This design comes from an exercise in tuning for small area on the open sky130 flow, not from production work. The RTL was checked by simulation tests, not by an equivalence proof against the original design. Power figures rest on the tool's default switching activity, not on a simulated workload.

File: design.v
`default_nettype none
package cta_pkg;
    localparam int DAY_W    = 5;
    localparam int MONTH_W  = 4;
    localparam int YEAR_W   = 16;
    localparam int HOUR_W   = 5;
    localparam int MINUTE_W = 6;
    localparam int ADD_W    = 16;
    localparam logic [MINUTE_W-1:0] RESET_MINUTE = 6'd0;
    localparam logic [HOUR_W-1:0]   RESET_HOUR   = 5'd0;
    localparam logic [DAY_W-1:0]    RESET_DAY    = 5'd1;
    localparam logic [MONTH_W-1:0]  RESET_MONTH  = 4'd1;
    localparam logic [YEAR_W-1:0]   RESET_YEAR   = 16'd2000;
    localparam logic [4:0]          RESET_YMOD25 = 5'd0;     
    localparam logic REQ_LOAD = 1'b0;
    localparam logic REQ_ADD  = 1'b1;
endpackage
`default_nettype wire
`default_nettype none
import cta_pkg::*;
module calendar_time_add_minutes #(
    parameter int MAX_ADD_MINUTES = 65535
) (
    input  wire logic                     clk,
    input  wire logic                     rst_n,
    input  wire logic                     cmd_valid,
    output wire logic                     cmd_ready,
    input  wire logic                     cmd_req_type,
    input  wire logic [cta_pkg::ADD_W-1:0]    cmd_add_minutes,
    input  wire logic [cta_pkg::DAY_W-1:0]    cmd_load_day,
    input  wire logic [cta_pkg::MONTH_W-1:0]  cmd_load_month,
    input  wire logic [cta_pkg::YEAR_W-1:0]   cmd_load_year,
    input  wire logic [cta_pkg::HOUR_W-1:0]   cmd_load_hour,
    input  wire logic [cta_pkg::MINUTE_W-1:0] cmd_load_minute,
    output wire logic                     rsp_valid,
    input  wire logic                     rsp_ready,
    output wire logic [cta_pkg::DAY_W-1:0]    rsp_out_day,
    output wire logic [cta_pkg::MONTH_W-1:0]  rsp_out_month,
    output wire logic [cta_pkg::YEAR_W-1:0]   rsp_out_year,
    output wire logic [cta_pkg::HOUR_W-1:0]   rsp_out_hour,
    output wire logic [cta_pkg::MINUTE_W-1:0] rsp_out_minute,
    output wire logic                     rsp_leap_flag,
    output wire logic [cta_pkg::DAY_W-1:0]    rsp_month_length
);
    logic [5:0]  min_q;
    logic [4:0]  hour_q;
    logic [4:0]  day_q;
    logic [3:0]  mon_q;
    logic [15:0] year_q;
    logic [4:0]  ymod_q;      
    logic [6:0]  cnt_q;
    logic        rsp_valid_q;
    logic        work, is_add, last;
    logic        leap;
    logic [4:0]  mlen;
    assign leap = (year_q[1:0] == 2'd0) && ((ymod_q != 5'd0) || (year_q[3:2] == 2'd0));
    always_comb
    begin
        case (mon_q)
            4'd2:                      mlen = leap ? 5'd29 : 5'd28;
            4'd4, 4'd6, 4'd9, 4'd11:   mlen = 5'd30;
            default:                   mlen = 5'd31;
        endcase
    end
    assign work   = cmd_valid && !rsp_valid_q;
    assign is_add = (cmd_req_type == REQ_ADD);
    assign last   = is_add ? (cnt_q == 7'd127) : (cnt_q == 7'd16);
    assign cmd_ready = work && last;
    logic [3:0] bi;
    logic [2:0] sub;
    logic [1:0] fld;      
    logic [2:0] sh;
    logic       abit;
    assign bi   = cnt_q[6:3];
    assign sub  = cnt_q[2:0];
    assign abit = cmd_add_minutes[bi];
    always_comb
    begin
        fld = 2'd0;
        sh  = 3'd0;
        case ({bi, sub})
            {4'd0, 3'd0}:  begin fld = 2'd1; sh = 3'd0; end
            {4'd1, 3'd0}:  begin fld = 2'd1; sh = 3'd1; end
            {4'd2, 3'd0}:  begin fld = 2'd1; sh = 3'd2; end
            {4'd3, 3'd0}:  begin fld = 2'd1; sh = 3'd3; end
            {4'd4, 3'd0}:  begin fld = 2'd1; sh = 3'd4; end
            {4'd5, 3'd0}:  begin fld = 2'd1; sh = 3'd5; end
            {4'd6, 3'd0}:  begin fld = 2'd1; sh = 3'd2; end
            {4'd6, 3'd1}:  begin fld = 2'd2; sh = 3'd0; end
            {4'd7, 3'd0}:  begin fld = 2'd1; sh = 3'd3; end
            {4'd7, 3'd1}:  begin fld = 2'd2; sh = 3'd1; end
            {4'd8, 3'd0}:  begin fld = 2'd1; sh = 3'd4; end
            {4'd8, 3'd1}:  begin fld = 2'd2; sh = 3'd2; end
            {4'd9, 3'd0}:  begin fld = 2'd1; sh = 3'd5; end
            {4'd9, 3'd1}:  begin fld = 2'd2; sh = 3'd3; end
            {4'd10, 3'd0}: begin fld = 2'd1; sh = 3'd2; end
            {4'd10, 3'd1}: begin fld = 2'd2; sh = 3'd0; end
            {4'd10, 3'd2}: begin fld = 2'd2; sh = 3'd4; end
            {4'd11, 3'd0}: begin fld = 2'd1; sh = 3'd3; end
            {4'd11, 3'd1}: begin fld = 2'd2; sh = 3'd1; end
            {4'd11, 3'd2}: begin fld = 2'd2; sh = 3'd3; end
            {4'd11, 3'd3}: begin fld = 2'd3; sh = 3'd0; end
            {4'd12, 3'd0}: begin fld = 2'd1; sh = 3'd4; end
            {4'd12, 3'd1}: begin fld = 2'd2; sh = 3'd2; end
            {4'd12, 3'd2}: begin fld = 2'd2; sh = 3'd4; end
            {4'd12, 3'd3}: begin fld = 2'd3; sh = 3'd1; end
            {4'd13, 3'd0}: begin fld = 2'd1; sh = 3'd5; end
            {4'd13, 3'd2}: begin fld = 2'd2; sh = 3'd4; end
            {4'd13, 3'd3}: begin fld = 2'd3; sh = 3'd0; end
            {4'd13, 3'd4}: begin fld = 2'd3; sh = 3'd2; end
            {4'd14, 3'd0}: begin fld = 2'd1; sh = 3'd2; end
            {4'd14, 3'd1}: begin fld = 2'd2; sh = 3'd0; end
            {4'd14, 3'd2}: begin fld = 2'd2; sh = 3'd3; end
            {4'd14, 3'd3}: begin fld = 2'd3; sh = 3'd0; end
            {4'd14, 3'd4}: begin fld = 2'd3; sh = 3'd1; end
            {4'd14, 3'd5}: begin fld = 2'd3; sh = 3'd3; end
            {4'd15, 3'd0}: begin fld = 2'd1; sh = 3'd3; end
            {4'd15, 3'd1}: begin fld = 2'd2; sh = 3'd1; end
            {4'd15, 3'd2}: begin fld = 2'd2; sh = 3'd4; end
            {4'd15, 3'd3}: begin fld = 2'd3; sh = 3'd1; end
            {4'd15, 3'd4}: begin fld = 2'd3; sh = 3'd2; end
            {4'd15, 3'd5}: begin fld = 2'd3; sh = 3'd4; end
            default:       begin fld = 2'd0; sh = 3'd0; end
        endcase
    end
    logic       step;
    logic [6:0] inj;
    assign step = work && is_add && abit;
    assign inj  = 7'd1 << sh;
    logic [6:0] min_s;
    logic       c_h;
    logic [5:0] min_n;
    always_comb
    begin
        min_s = {1'b0, min_q} + ((step && fld == 2'd1) ? inj : 7'd0);
        c_h   = (min_s >= 7'd60);
        min_n = c_h ? 6'(min_s - 7'd60) : min_s[5:0];
    end
    logic [5:0] hour_s;
    logic       c_d;
    logic [4:0] hour_n;
    always_comb
    begin
        hour_s = {1'b0, hour_q} + ((step && fld == 2'd2) ? inj[5:0] : 6'd0) + 6'(c_h);
        c_d    = (hour_s >= 6'd24);
        hour_n = c_d ? 5'(hour_s - 6'd24) : hour_s[4:0];
    end
    logic [5:0] day_s;
    logic       c_m;
    logic [4:0] day_n;
    always_comb
    begin
        day_s = {1'b0, day_q} + ((step && fld == 2'd3) ? inj[5:0] : 6'd0) + 6'(c_d);
        c_m   = (day_s > {1'b0, mlen});
        day_n = c_m ? 5'(day_s - {1'b0, mlen}) : day_s[4:0];
    end
    logic       c_y;
    logic [3:0] mon_n;
    logic [15:0] year_n;
    logic        ywrap;
    logic [4:0]  ymod_n;
    always_comb
    begin
        c_y    = c_m && (mon_q == 4'd12);
        mon_n  = c_y ? 4'd1 : mon_q + 4'(c_m);
        year_n = year_q + 16'(c_y);
        ywrap  = c_y && (year_q == 16'hFFFF);
        if (!c_y)
            ymod_n = ymod_q;
        else if (ywrap || ymod_q == 5'd24)
            ymod_n = 5'd0;
        else
            ymod_n = ymod_q + 5'd1;
    end
    logic        ybit;
    logic [5:0]  r2;
    logic [4:0]  rmod;
    logic [3:0]  lmon;
    logic [4:0]  lday;
    assign ybit = cmd_load_year[~cnt_q[3:0]];
    always_comb
    begin
        r2   = {(cnt_q[3:0] == 4'd0) ? 5'd0 : ymod_q, ybit};
        rmod = (r2 >= 6'd25) ? 5'(r2 - 6'd25) : r2[4:0];
        if (cmd_load_month == 4'd0)
            lmon = 4'd1;
        else if (cmd_load_month > 4'd12)
            lmon = 4'd12;
        else
            lmon = cmd_load_month;
        if (cmd_load_day == 5'd0)
            lday = 5'd1;
        else if (cmd_load_day > mlen)
            lday = mlen;
        else
            lday = cmd_load_day;
    end
    logic load_shift, load_day;
    assign load_shift = work && !is_add && !cnt_q[4];
    assign load_day   = work && !is_add && cnt_q[4];
    always_ff @(posedge clk or negedge rst_n)
    begin
        if (!rst_n)
        begin
            min_q       <= RESET_MINUTE;
            hour_q      <= RESET_HOUR;
            day_q       <= RESET_DAY;
            mon_q       <= RESET_MONTH;
            year_q      <= RESET_YEAR;
            ymod_q      <= RESET_YMOD25;
            cnt_q       <= '0;
            rsp_valid_q <= 1'b0;
        end
        else
        begin
            if (load_shift)
            begin
                min_q  <= (cmd_load_minute > 6'd59) ? 6'd59 : cmd_load_minute;
                hour_q <= (cmd_load_hour > 5'd23) ? 5'd23 : cmd_load_hour;
                mon_q  <= lmon;
                year_q <= {year_q[14:0], ybit};
                ymod_q <= rmod;
            end
            else if (load_day)
            begin
                day_q <= lday;
            end
            else
            begin
                min_q  <= min_n;
                hour_q <= hour_n;
                day_q  <= day_n;
                mon_q  <= mon_n;
                year_q <= year_n;
                ymod_q <= ymod_n;
            end
            if (work)
                cnt_q <= last ? 7'd0 : cnt_q + 7'd1;
            if (cmd_ready)
                rsp_valid_q <= 1'b1;
            else if (rsp_ready)
                rsp_valid_q <= 1'b0;
        end
    end
    assign rsp_valid        = rsp_valid_q;
    assign rsp_out_day      = day_q;
    assign rsp_out_month    = mon_q;
    assign rsp_out_year     = year_q;
    assign rsp_out_hour     = hour_q;
    assign rsp_out_minute   = min_q;
    assign rsp_leap_flag    = leap;
    assign rsp_month_length = mlen;
endmodule
`default_nettype wire
File: run.sh
#!/bin/bash
# synth_recipe.tcl (not shown) runs the flow's synth.tcl, then flattens the netlist and writes it again
# the make line also repeats each setting of config.mk as NAME=value (left out here)
make -C /OpenROAD-flow-scripts/flow DESIGN_CONFIG=/design/flow/config.mk WORK_HOME=/design/flow/orfs CLKGATE_MAP_FILE= SYNTH_SCRIPT=/design/flow/synth_recipe.tcl finish
File: config.mk
export PLATFORM = sky130hd
export DESIGN_NAME = calendar_time_add_minutes
export DESIGN_NICKNAME = calendar_time_add_minutes
export VERILOG_FILES = /design/flow/design.v
export SDC_FILE = /design/flow/constraint.sdc
export NUM_CORES = 4
export LEC_CHECK = 0
export CAP_MARGIN = 20
export CORE_MARGIN = 2
export CORE_UTILIZATION = 40
export SLEW_MARGIN = 20
File: constraint.sdc
create_clock -name core_clock -period 10.0 [get_ports {clk}]
set_input_delay 2.0000 -clock core_clock [delete_from_list [all_inputs] [get_ports {clk}]]
set_output_delay 2.0000 -clock core_clock [all_outputs]
set_load 0.01 [all_outputs]
==> results.yml <==
floorplanning:
  floorplan.die_area_um2: 13200
  fp-row-count: 40
  floorplan.io_pins: 101
  die_height_um: 115
  core_region_area_um2: 12000
  start_util: 0.410
  fp.dieW_um: 115
sta:
  period_minus_slack_ns: 9.60
  report.final.slew_viol_count: 0
  worst-slew-pin-transition_ns: 0.833
  timing.slew.headroom: 0.443
  timing.final.crit_share: 0.960
  postLayoutSetupSlackWorst_ns: 0.400
  report.final.setup_viol: 0
  timing.fmax_mhz: 104
  hold_viol_final: 0
  finalClockSkew_ns: 0.0103
logic_synthesis:
  netlist.top_cell.by_area: "sky130_fd_sc_hd__dfrtp_1"
  synth_top_family_by_area: "compound AO/OA/AOI/OAI gates"
  synthDistinctLibCells: 82
  ys_ff_latch: 49
  synth_top_area_share: 0.208
  synth_top_cells_by_area: "sky130_fd_sc_hd__dfrtp_1 21%, sky130_fd_sc_hd__ha_1 8.9%, sky130_fd_sc_hd__dfstp_2 4.3%"
  seq_area_frac_synth: 0.251
  post_synth_xor_area_fraction: 0.0285
  synth_compound_area_frac: 0.245
  post_synth.cell_area_avg_um2: 8.33
  share_of_synthesized_cell_area_in_full_adder_half_adder_and_majority_cells: 0.113
  synth_cells: 591
  synthesis.area_um2: 4920
  synth.mux.area_fraction: 0.0671
  dominantRegCellSynth: "sky130_fd_sc_hd__dfrtp_1"
  synth-simple-area-share: 0.231
  number_of_enable_type_register_cells_in_the_synthesized_netlist: 0
  asyncSetResetFlopFracSynth: 1.00
  synthesis.yosys.warnings: 1
clocking:
  cts_htree_levels: 2
  tritoncts_num_sinks: 49
  insertion_delay_ns: 0.30
  clk_pin_slew_worst_paths_ns: 0.07
  root_buffer: "sky130_fd_sc_hd__clkbuf_16"
  tritoncts: "built"
  cts_hold_buffers: 0
  longest_clk_path_bufs: 2
  cts_buffers: 5
layout:
  multi_input_comb_area_um2: 3500
  final_layout_size_suffix_gt1_frac: 0.162
  area_growth_syn_to_layout_pct: 33.4
  net_count_final: 809
  fillers: 1098
  layout_commonest_cell: "sky130_fd_sc_hd__clkdlybuf4s50_1"
  antennaDiodeCount: 0
  seq_area_um2: 1240
  most_used_cells_in_the_layout_excluding_fill_and_tap_cells: "96 x sky130_fd_sc_hd__clkdlybuf4s50_1, 52 x sky130_fd_sc_hd__nand2_1, 49 x sky130_fd_sc_hd__nor2_1"
critical_path:
  setup.worst_path.end_class: "register"
  crit_required_ns: 10.19
  path_common_cell: "sky130_fd_sc_hd__fa_2"
  cp_slowest_cell: "sky130_fd_sc_hd__or4_4"
  path_class: "in -> reg"
  worstPathArrival_ns: 9.79
  cp-start-kind: "primary input"
  timing.critical_path.fanout_max: 3
  critical_path.max_stage_delay_ns: 0.54
detailed_routing:
  count_of_routing_violations_after_the_opening_detailed_route_iteration: 351
  via_count: 5017
  routedWlPerCell_um: 16.7
  avgViaCountPerCell: 5.84
  drt-pass1-iter-count: 5
  route.detailed.drc: 0
  drt.antenna.violating_nets: 0
  postRouteWirelength_um: 14400
outcome:
  status: "complete, no violations"
power:
  power.total_uw: 1700
  power_density_nw_per_um2: 258
  p_leak_uw: 0.00272
  vdd.ir_drop.worst_mv: 0.107
global_route:
  global_route.usage.total: 0.224
  antenna_found_initial: 0
  overflow: 0
  grt_pass1_vias: 4983
  grt-busiest-layer: "met2"
  global_route.usage.met2: 0.396
  grt_start_max_net_pins: 50
  global_route_wire_length_before_repair_um: 24100
  gr-usage-met1: 0.293
  grt.met3_usage: 0.0248
placement:
  finalWeightedCongestion: 0.892
  numPortBuffers: 97
  pre_cts_ws_ns: -0.533
  dp.final_hpwl_um: 11000
run:
  timing.max_cap.violations: 0
worst_hold_path:
  min-delay-path-class: "reg -> reg"
[state kept, by name, indices dropped and copies added (netlist names)]
register     flops
day_q            5
year_q          16
mon_q            4
rsp_valid_q      1
cnt_q            7
min_q            6
hour_q           5
ymod_q           5
[kinds of logic after synthesis]
family,after synthesis
AOI/OAI and AO/OA,167
xor gates and xnor gates,16
adders and majority gates,41
buffers and inverters,73
DFF,49
muxes,22
other,1
and+or+nand+nor,222
[power breakdown]
part | internal (µW) | total [µW] | switching (µW)
registers | 294 | 448 | 153
clock network | 125 | 210 | 84.6
logic | 527 | 1040 | 512
[synthesized netlist by cell type, drive strengths merged, types with 5 or more instances]
master / number
clkbuf: 20
nand2b: 10
xor2: 6
a31oi: 7
o21a: 6
a221oi: 6
nand3: 29
nand2: 52
mux4: 8
nor3: 14
and2: 9
a211oi: 11
dfstp: 8
ha: 35
nand3b: 5
mux2i: 12
o22ai: 10
o21ai: 30
dfrtp: 41
o31ai: 9
o211ai: 5
a21o: 6
xnor2: 10
fa: 6
nor2: 50
nand4: 7
inv: 38
a21oi: 35
nor2b: 8
and3: 11
buf: 14
[area by class of cell]
class,instances,area share
well taps,147,0.0280
clock inverters,2,0.00571
repair buffers,145,0.202
clock buffers,6,0.0211
flip-flops and latches,49,0.188
inverters,39,0.0223
multi-input cells,471,0.533
[worst max-delay path, delay by kind of cell]
family / cells / cell delay (ns)
muxes: 1 / 0.23
AOI/OAI and AO/OA: 10 / 1.73
adders and majority gates: 8 / 2.67
xor gates and xnor gates: 1 / 0.08
and+or+nand+nor: 14 / 2.42
buffers and inverters: 4 / 0.67
[metrics by stage]
stage | area [µm²] | hold WS (ns) | utilization | setup TNS, ns | std cells
finish | 6570 | 0.489 | 0.547 | 0 | 859
detailed placement | 6290 | 0.476 | 0.524 | -4.19 | 849
floorplan | 4960 | 0.478 | - | 0 | 593
global route | 6570 | 0.506 | 0.547 | -0.0822 | 859
CTS | 6490 | 0.487 | 0.541 | 0 | 859
global placement | 6290 | 0.471 | 0.524 | -0.742 | 849
[timing repair]
item / CTS / global route
pin swaps: 5 / 14
resized for setup: 5 / 18
setup endpoints to repair: 5 / 21
setup buffers: 2 / 0
[path summary, 6_finish.rpt]
check,start,endpoint,slack (ns),depth (start not counted)
min in group asynchronous,rst_n,rsp_valid_q$_DFFE_PN0P_,1.80,2
setup reg to reg,cnt_q[5]$_DFFE_PN0P_,year_q[14]$_DFFE_PN0P_,1.24,38
setup / recovery,cmd_add_minutes[1],year_q[14]$_DFFE_PN0P_,0.40,38
hold / removal,year_q[6]$_DFFE_PN1P_,year_q[6]$_DFFE_PN1P_,0.49,2
max in group asynchronous,rst_n,min_q[2]$_DFFE_PN0P_,7.75,2
hold reg to reg,year_q[6]$_DFFE_PN1P_,year_q[6]$_DFFE_PN1P_,0.49,2
[per-layer routing]
metal / routed length, µm / share of wire / vias to the layer above
li1: - / - / 2431
met1: 6450 / 0.45 / 2431
met2: 7100 / 0.49 / 141
met3: 613 / 0.043 / 14
met4: 182 / 0.013 / 0
met5: 0 / 0 / -

separate check: timing with driven ports:
How much do the figures lean on ideal ports? The routed layout below was timed once more, with nothing changed but the port constraints.
Step 1 assumes that a clkbuf_16 drives the clock port and a buf_2 every other input.
Step 2 adds t to the input delays and takes it off the output delays; t is the mean of the earliest and latest rising clock arrival at the registers after step 1. Input paths then give back, and output paths get back, about the clock's delay inside the block.
Three values: ideal, step 1, step 2; two values: the first two.
shift t [ns]: 0.336
setup slack, ns: 0.400 / 0.409 / 0.073
hold WS [ns]: 0.489 / 0.489 / 0.489
After both steps setup and hold are still met in this run. The setup slack of this run moves by +0.009 ns with the drivers and by -0.327 ns with both steps.
